This design comes from an exercise in tuning for small area, a short achievable clock period and few clock cycles per item on the open sky130 flow, not from production work. In this exercise RTL edits were held to simulation tests only and were not proved equivalent to the original. No activity file was given, so power comes from the tool's default toggle rates.

==> flow/design.v <==
package lwd_pkg;
    localparam int MODULES = 3;
    localparam int IDX_W   = (MODULES > 1) ? $clog2(MODULES) : 1;
    localparam int MOD_W   = 2;
    localparam int TIME_W  = 32;
    localparam int TMO_REGS = 3;
    localparam int MASK_W  = 3;
    localparam logic [MOD_W-1:0] NO_MODULE = 2'd3;
    localparam logic CMD_KICK  = 1'b0;
    localparam logic CMD_CHECK = 1'b1;
    localparam logic [1:0] REG_TMO0     = 2'd0;
    localparam logic [1:0] REG_TMO1     = 2'd1;
    localparam logic [1:0] REG_TMO2     = 2'd2;
    localparam logic [1:0] REG_COOLDOWN = 2'd3;
    localparam logic [TIME_W-1:0] TMO0_RST     = 32'd6000;
    localparam logic [TIME_W-1:0] TMO1_RST     = 32'd6000;
    localparam logic [TIME_W-1:0] TMO2_RST     = 32'd10000;
    localparam logic [TIME_W-1:0] COOLDOWN_RST = 32'd900000;
    typedef enum logic [3:0] {
        ST_IDLE = 4'b0001,
        ST_RD   = 4'b0010,
        ST_EV   = 4'b0100,
        ST_FIN  = 4'b1000
    } lwd_state_t;
    typedef struct packed {
        logic              kick_we;
        logic              start_we;
        logic              rearm;
        logic [IDX_W-1:0]  addr;
        logic [TIME_W-1:0] data;
    } lwd_wr_t;
endpackage
import lwd_pkg::*;
module lwd_store
(
    input  logic              clk,
    input  logic              rst_n,
    input  logic [IDX_W-1:0]  rd_addr,
    input  lwd_pkg::lwd_wr_t  wr,
    output logic [TIME_W-1:0] kick_time,
    output logic [TIME_W-1:0] degrade_start
);
    logic [TIME_W-1:0] kick_mem  [0:MODULES-1];
    logic [TIME_W-1:0] start_mem [0:MODULES-1];
    logic [TIME_W-1:0]  kick_rd_reg;
    logic [TIME_W-1:0]  start_rd_reg;
    logic               kvalid_rd_reg;
    logic               svalid_rd_reg;
    logic [MODULES-1:0] kvalid_reg;
    logic [MODULES-1:0] svalid_reg;
    logic [TIME_W-1:0]  base_reg;
    always_ff @(posedge clk)
    begin
        if (wr.kick_we)
        begin
            kick_mem[wr.addr] <= wr.data;
        end
        if (wr.start_we)
        begin
            start_mem[wr.addr] <= wr.data;
        end
        kick_rd_reg  <= kick_mem[rd_addr];
        start_rd_reg <= start_mem[rd_addr];
    end
    always_ff @(posedge clk or negedge rst_n)
    begin
        if (!rst_n)
        begin
            kvalid_reg    <= '0;
            svalid_reg    <= '0;
            kvalid_rd_reg <= 1'b0;
            svalid_rd_reg <= 1'b0;
            base_reg      <= '0;
        end
        else
        begin
            kvalid_rd_reg <= kvalid_reg[rd_addr];
            svalid_rd_reg <= svalid_reg[rd_addr];
            if (wr.rearm)
            begin
                kvalid_reg <= '0;
                svalid_reg <= '0;
                base_reg   <= wr.data;
            end
            else
            begin
                if (wr.kick_we)
                begin
                    kvalid_reg[wr.addr] <= 1'b1;
                end
                if (wr.start_we)
                begin
                    svalid_reg[wr.addr] <= 1'b1;
                end
            end
        end
    end
    assign kick_time     = kvalid_rd_reg ? kick_rd_reg : base_reg;
    assign degrade_start = svalid_rd_reg ? start_rd_reg : base_reg;
endmodule
import lwd_pkg::*;
module multi_module_liveness_watchdog_core
(
    input  logic              clk,
    input  logic              rst_n,
    input  logic              item_valid,
    output logic              item_stall,
    input  logic              command,
    input  logic [MOD_W-1:0]  module_req,
    input  logic [TIME_W-1:0] now_ms,
    output logic              result_valid,
    input  logic              result_stall,
    output logic              reboot,
    output logic [MOD_W-1:0]  reboot_module,
    output logic [MASK_W-1:0] error_mask,
    output logic [MOD_W-1:0]  remembered_failure,
    input  logic              cfg_valid,
    output logic              cfg_ready,
    input  logic [1:0]        cfg_index,
    input  logic [TIME_W-1:0] cfg_data
);
    lwd_pkg::lwd_state_t state_reg, state_next;
    logic [IDX_W-1:0]   idx_reg, idx_next;
    logic [TIME_W-1:0]  now_reg, now_next;
    logic               rb_reg, rb_next;
    logic [MOD_W-1:0]   rbmod_reg, rbmod_next;
    logic [MODULES-1:0] degraded_reg, degraded_next;
    logic [MOD_W-1:0]   failed_reg, failed_next;
    logic [TIME_W-1:0]  timeout_reg [0:TMO_REGS-1];
    logic [TIME_W-1:0]  cooldown_reg;
    logic               ovalid_reg, ovalid_next;
    logic               orb_reg, orb_next;
    logic [MOD_W-1:0]   ormod_reg, ormod_next;
    logic [MASK_W-1:0]  omask_reg, omask_next;
    logic [MOD_W-1:0]   ofail_reg, ofail_next;
    lwd_pkg::lwd_wr_t   wr;
    logic [TIME_W-1:0]  st_kick;
    logic [TIME_W-1:0]  st_start;
    logic               accept;
    logic               late;
    logic               cool;
    logic               is_failed;
    logic [TIME_W-1:0]  start_eff;
    lwd_store u_store (
        .clk           (clk),
        .rst_n         (rst_n),
        .rd_addr       (idx_reg),
        .wr            (wr),
        .kick_time     (st_kick),
        .degrade_start (st_start)
    );
    assign item_stall = (state_reg != ST_IDLE);
    assign accept     = item_valid && !item_stall;
    assign cfg_ready  = 1'b1;
    assign late      = (now_reg - st_kick) > timeout_reg[idx_reg];
    assign is_failed = (failed_reg == MOD_W'(idx_reg));
    assign start_eff = degraded_reg[idx_reg] ? st_start : now_reg;
    assign cool      = (now_reg - start_eff) > cooldown_reg;
    always_comb
    begin
        state_next    = state_reg;
        idx_next      = idx_reg;
        now_next      = now_reg;
        rb_next       = rb_reg;
        rbmod_next    = rbmod_reg;
        degraded_next = degraded_reg;
        failed_next   = failed_reg;
        ovalid_next   = ovalid_reg && result_stall;
        orb_next      = orb_reg;
        ormod_next    = ormod_reg;
        omask_next    = omask_reg;
        ofail_next    = ofail_reg;
        wr            = '0;
        case (state_reg)
            ST_IDLE:
            begin
                if (accept)
                begin
                    now_next   = now_ms;
                    idx_next   = '0;
                    rb_next    = 1'b0;
                    rbmod_next = '0;
                    if (command == CMD_CHECK)
                    begin
                        state_next = ST_RD;
                    end
                    else
                    begin
                        wr.kick_we = (module_req < MOD_W'(MODULES));
                        wr.addr    = module_req[IDX_W-1:0];
                        wr.data    = now_ms;
                        state_next = ST_FIN;
                    end
                end
            end
            ST_RD:
            begin
                state_next = ST_EV;
            end
            ST_EV:
            begin
                wr.addr = idx_reg;
                wr.data = now_reg;
                if (!late)
                begin
                    degraded_next[idx_reg] = 1'b0;
                    if (is_failed)
                    begin
                        failed_next = NO_MODULE;
                    end
                end
                else if (is_failed && !cool)
                begin
                    if (!degraded_reg[idx_reg])
                    begin
                        degraded_next[idx_reg] = 1'b1;
                        wr.start_we            = 1'b1;
                    end
                end
                if (late && (!is_failed || cool))
                begin
                    rb_next       = 1'b1;
                    rbmod_next    = MOD_W'(idx_reg);
                    failed_next   = MOD_W'(idx_reg);
                    degraded_next = '0;
                    wr.rearm      = 1'b1;
                    state_next    = ST_FIN;
                end
                else if (idx_reg == IDX_W'(MODULES - 1))
                begin
                    state_next = ST_FIN;
                end
                else
                begin
                    idx_next   = idx_reg + 1'b1;
                    state_next = ST_RD;
                end
            end
            ST_FIN:
            begin
                if (!ovalid_reg || !result_stall)
                begin
                    ovalid_next = 1'b1;
                    orb_next    = rb_reg;
                    ormod_next  = rbmod_reg;
                    omask_next  = MASK_W'(degraded_reg);
                    ofail_next  = failed_reg;
                    state_next  = ST_IDLE;
                end
            end
            default:
            begin
                state_next = ST_IDLE;
            end
        endcase
    end
    always_ff @(posedge clk or negedge rst_n)
    begin
        if (!rst_n)
        begin
            state_reg      <= ST_IDLE;
            degraded_reg   <= '0;
            failed_reg     <= NO_MODULE;
            ovalid_reg     <= 1'b0;
            timeout_reg[0] <= TMO0_RST;
            timeout_reg[1] <= TMO1_RST;
            timeout_reg[2] <= TMO2_RST;
            cooldown_reg   <= COOLDOWN_RST;
        end
        else
        begin
            state_reg    <= state_next;
            degraded_reg <= degraded_next;
            failed_reg   <= failed_next;
            ovalid_reg   <= ovalid_next;
            if (cfg_valid && cfg_ready)
            begin
                case (cfg_index)
                    REG_TMO0:     timeout_reg[0] <= cfg_data;
                    REG_TMO1:     timeout_reg[1] <= cfg_data;
                    REG_TMO2:     timeout_reg[2] <= cfg_data;
                    REG_COOLDOWN: cooldown_reg   <= cfg_data;
                    default:      cooldown_reg   <= cooldown_reg;
                endcase
            end
        end
    end
    always_ff @(posedge clk)
    begin
        idx_reg   <= idx_next;
        now_reg   <= now_next;
        rb_reg    <= rb_next;
        rbmod_reg <= rbmod_next;
        orb_reg   <= orb_next;
        ormod_reg <= ormod_next;
        omask_reg <= omask_next;
        ofail_reg <= ofail_next;
    end
    assign result_valid       = ovalid_reg;
    assign reboot             = orb_reg;
    assign reboot_module      = ormod_reg;
    assign error_mask         = omask_reg;
    assign remembered_failure = ofail_reg;
endmodule
==> flow/run.sh <==
#!/bin/bash
# synth_recipe.tcl (not shown) runs the flow's synth.tcl, then flattens the netlist and writes it again
# the make line also repeats each setting of config.mk as NAME=value (left out here)
make -C /OpenROAD-flow-scripts/flow DESIGN_CONFIG=/design/flow/config.mk WORK_HOME=/design/flow/orfs CLKGATE_MAP_FILE= SYNTH_SCRIPT=/design/flow/synth_recipe.tcl finish
==> flow/config.mk <==
export PLATFORM = sky130hd
export DESIGN_NAME = multi_module_liveness_watchdog_core
export DESIGN_NICKNAME = multi_module_liveness_watchdog_core
export VERILOG_FILES = /design/flow/design.v
export SDC_FILE = /design/flow/constraint.sdc
export NUM_CORES = 4
export LEC_CHECK = 0
export CAP_MARGIN = 20
export CORE_MARGIN = 2
export CORE_UTILIZATION = 40
export SLEW_MARGIN = 20
==> flow/constraint.sdc <==
create_clock -name core_clock -period 7.0 [get_ports {clk}]
set_input_delay 1.4000 -clock core_clock [delete_from_list [all_inputs] [get_ports {clk}]]
set_output_delay 1.4000 -clock core_clock [all_outputs]
set_load 0.01 [all_outputs]
==> results.txt <==
outcome finished clean; drt drc 0; Hold Crit Depth 2; Crit path top cell by count a21oi_1; Synth area leaders edfxtp_1 31%, dfrtp_1 16%, mux2_2 7.8%; CP bufs+invs 4; Die Width 244 um; dpl cell area 24,800 um^2; Avg Inst Size Synth 12.4 um^2; PortBufs 83; largest net degree at the start of global routing 123; first-pass GRT wire length 89.8 mm; Final Wtd Congestion 0.915; Reg2Reg Depth 25; f_max 0.156 GHz; WP data required 7.27 ns; number of slew-limit violations in the final report 0; Comb pwr share 47.4%; RSZ-0062 raised after global routing no; Root Driver clkbuf_16; Cell Rows 87; yosys warns 3; syn nets 2,062; Reg clk slew, reported paths 0.07 ns; clock buffer count from CTS 50; switching part of the total 39.2%; Hold Vio Cnt, Final 0; vias per cell 5.43; total gr overflow 0; Top Family by Delay on Critical Path compound AO/OA/AOI/OAI gates; Setup Skew 0.0201 ns; placed cell count 2,649; clock tree buffer depth 3; die height 244 um; CORE AREA 56,600 um^2; # clock sinks 479; Least-Margin Pin Slew 1.12 ns; path class of the lowest-slack min-delay path register to register; WHS Endpoint u_store.start_rd_reg[16]$_DFF_P_; slowest CP cell edfxtp_1; R2R Path End u_store.start_mem[0][24]$_DFFE_PP_; ys async rst share 37.2%; fin cells 2,745; Final Cell Area 26,500 um^2; reg-to-reg slack, setup 0.61 ns; WL per Instance 21.4 um; number of global-route vias before repair 14,900; fin worst setup slack 0.608 ns; Crit Path Max Fanout 42; Hold Crit Start u_store.start_mem[2][16]$_DFFE_PP_; Crit. End Element register; Main synth FF type edfxtp_1; sequential-to-total area share from yosys stat 56.1%; Antenna Nets Post-Route 0; fill count 5,055; Worst Path Arrival 6.66 ns; most frequent cell after synthesis edfxtp_1; initial antenna violation count 0; cts hold-fix bufs 0; relative slew slack 24.5%; part of the power in the clock network 22.0%; drt first pass iters 5; Internal Pwr Total 7.48 mW; crit path kind register to register; register area 12,900 um^2; Vias 14,900; fin nets 2,152; clock latency on the worst-skew pair 0.60 ns; Distinct cells, synth 70; CTS H-tree depth 2; Setup WS pre-CTS 0.333 ns; max_cap viols 0; r2r startpoint idx_reg[0]$_SDFFCE_PN0P_; Leakage 10.6 nW; PwrDens 464 nW/um^2; # diodes 0; Gate Count Post-Synth 1,857; CP max stage delay 0.49 ns; Synth top area share 31.0%; share of layout cells above drive strength 1 16.9%; VDD IR max 0.000224 V; area of the multi-input gates 9650 um^2; Worst Setup Start Kind register; die area 59,400 um^2; Tmin final 6.39 ns; Post-DP HPWL 40.9 mm; Sw Pwr 4.83 mW; DR iter-0 viols 1,034; fin crit share 91.3%; total power 12.3 mW; Yosys reg bits 479; synthesized cell area 23,000 um^2; global-route usage over all layers 19.6%; EDFF count, synth 237; # IOs 85; TritonCTS clock tree done; Final setup viols 0; Area Overhead vs Synth 15.6%; final WL 58.8 mm; Initial Util 40.6%; area leader, netlist edfxtp_1; sequential share of power 30.6%; top cells by count, synth 237 x edfxtp_1, 166 x o21ai_0, 162 x nand2_1
==> worst register-to-register path: stages (launching register included) <==
cell	delay [ns]
edfxtp_1	0.49
inv_1	0.19
nor2_1	0.18
nand2_1	0.11
o21ai_4	0.22
buf_8	0.29
o21ai_0	0.12
ha_1	0.37
a21o_1	0.19
a21o_1	0.17
a21oi_1	0.18
a21oi_1	0.09
a211o_1	0.32
o31ai_2	0.34
o211ai_1	0.23
a221oi_1	0.36
xnor2_1	0.12
ha_1	0.29
nand4_1	0.10
nor2_1	0.23
nand4_1	0.15
nor4_1	0.32
a21oi_1	0.07
buf_4	0.20
nor4_4	0.36
buf_4	0.35
==> timing repair <==
action                                 CTS  global route
buffers inserted                         0             0
endpoints found under the hold margin    0             0
setup endpoints to repair                0           136
resized for setup                        0             5
==> cells in the final DEF (no fill, tap or decap), drive strengths merged, types with 9 or more instances in the layout <==
| cell type | Yosys | routed |
|---|---|---|
| clkinv | 0 | 13 |
| nor3 | 18 | 18 |
| clkbuf | 60 | 73 |
| nand4 | 19 | 19 |
| mux2i | 131 | 131 |
| o21bai | 14 | 14 |
| edfxtp | 237 | 237 |
| o21a | 18 | 18 |
| buf | 19 | 33 |
| a21o | 47 | 47 |
| xor2 | 13 | 13 |
| mux2 | 162 | 162 |
| dfstp | 33 | 33 |
| nand2 | 162 | 162 |
| inv | 57 | 57 |
| clkdlybuf4s50 | 0 | 82 |
| a21oi | 69 | 69 |
| nand3 | 16 | 16 |
| dfrtp | 145 | 145 |
| nor2 | 56 | 56 |
| xnor2 | 44 | 44 |
| nor2b | 11 | 11 |
| a22o | 32 | 32 |
| a22oi | 33 | 33 |
| o21ai | 167 | 167 |
| dfxtp | 64 | 64 |
| o211ai | 9 | 9 |
| ha | 129 | 129 |
==> power groups by stage <==
stage	Combinational [mW]	Sequential, mW	Clock, mW
6_report	5.84	3.77	2.71
5_1_grt	6.50	3.82	2.90
4_1_cts	5.76	3.77	2.78
3_5_place_dp	5.73	3.82	0
3_3_place_gp	5.61	3.81	0
2_1_floorplan	4.11	3.66	0
==> worst max-delay path by stage <==
stage,from,slack [ns],cells past startpoint,endpoint
2_1_floorplan,idx_reg[0]$_SDFFCE_PN0P_,-0.20,26,u_store.start_mem[0][0]$_DFFE_PP_
3_3_place_gp,idx_reg[0]$_SDFFCE_PN0P_,0.58,26,rb_reg$_DFFE_PP_
3_5_place_dp,idx_reg[0]$_SDFFCE_PN0P_,0.33,26,rbmod_reg[1]$_SDFFCE_PN0P_
4_1_cts,idx_reg[0]$_SDFFCE_PN0P_,0.31,26,rbmod_reg[1]$_SDFFCE_PN0P_
5_1_grt,idx_reg[0]$_SDFFCE_PN0P_,0.10,26,u_store.start_mem[0][8]$_DFFE_PP_
6_report,idx_reg[0]$_SDFFCE_PN0P_,0.61,25,u_store.start_mem[0][24]$_DFFE_PP_
==> layer usage <==
metal	share of wire, %	global-route usage [%]	up-vias
li1	-	-	7054
met1	48	28.5	7414
met2	44	30.0	352
met3	5.1	3.44	86
met4	2.7	5.77	0
met5	0	0	-
==> cell families (layout without fill, tap and decap cells) <==
family | count (synthesis) | after routing | share of synthesized area, %
DFF | 479 | 479 | 56.1
other | 1 | 1 | 0.0163
xor gates and xnor gates | 57 | 57 | 2.17
muxes | 293 | 293 | 13.7
buffers and inverters | 136 | 267 | 2.32
and+or+nand+nor | 322 | 323 | 6.36
adders and majority gates | 131 | 131 | 7.20
AOI/OAI and AO/OA | 438 | 438 | 12.1
==> through the flow <==
stage | utilization (%) | setup TNS [ns] | hold WS, ns
6_report | 46.9 | 0 | 0.444
2_1_floorplan | - | -13.05 | 0.400
3_5_place_dp | 43.8 | 0 | 0.431
4_1_cts | 46.8 | 0 | 0.446
5_1_grt | 46.9 | 0 | 0.471
3_3_place_gp | 43.8 | 0 | 0.427
==> area by class of cell <==
cell class | instances | area share, %
repair buffers | 116 | 4.23
inverters | 57 | 0.806
multi-input cells | 1243 | 36.3
well taps | 756 | 3.56
flip-flops and latches | 479 | 48.6
clock inverters | 22 | 1.03
clock buffers | 72 | 5.44
Testbench counts, summed over its fixed seeds: cycles 45,298, items 12,000.

afterwards: timing with drivers on the ports:
The flow's constraints put no driver on any port. The routed layout listed below was extracted and timed again, unchanged, in two steps.
Step 1 (the two cells are an assumption about what drives the block):
set clk [get_ports {clk}]
set_driving_cell -lib_cell sky130_fd_sc_hd__clkbuf_16 $clk
set_driving_cell -lib_cell sky130_fd_sc_hd__buf_2 [delete_from_list [all_inputs] $clk]
Step 2 also shifts input and output timing later by t, the mid clock arrival at the registers, as if the neighbouring blocks saw the same clock.
Slacks: no drivers / after step 1 / after step 2; pairs: no drivers / after step 1.
t (ns): 0.649
setup slack, ns: 0.608 / 0.608 / 0.608
hold WS [ns]: 0.444 / 0.444 / 0.444
worst data-port slew with drivers (ns): 0.05
After both steps this run still meets setup and hold. For this run, drivers alone change the setup slack by 0.000 ns; drivers and shift together by 0.000 ns.
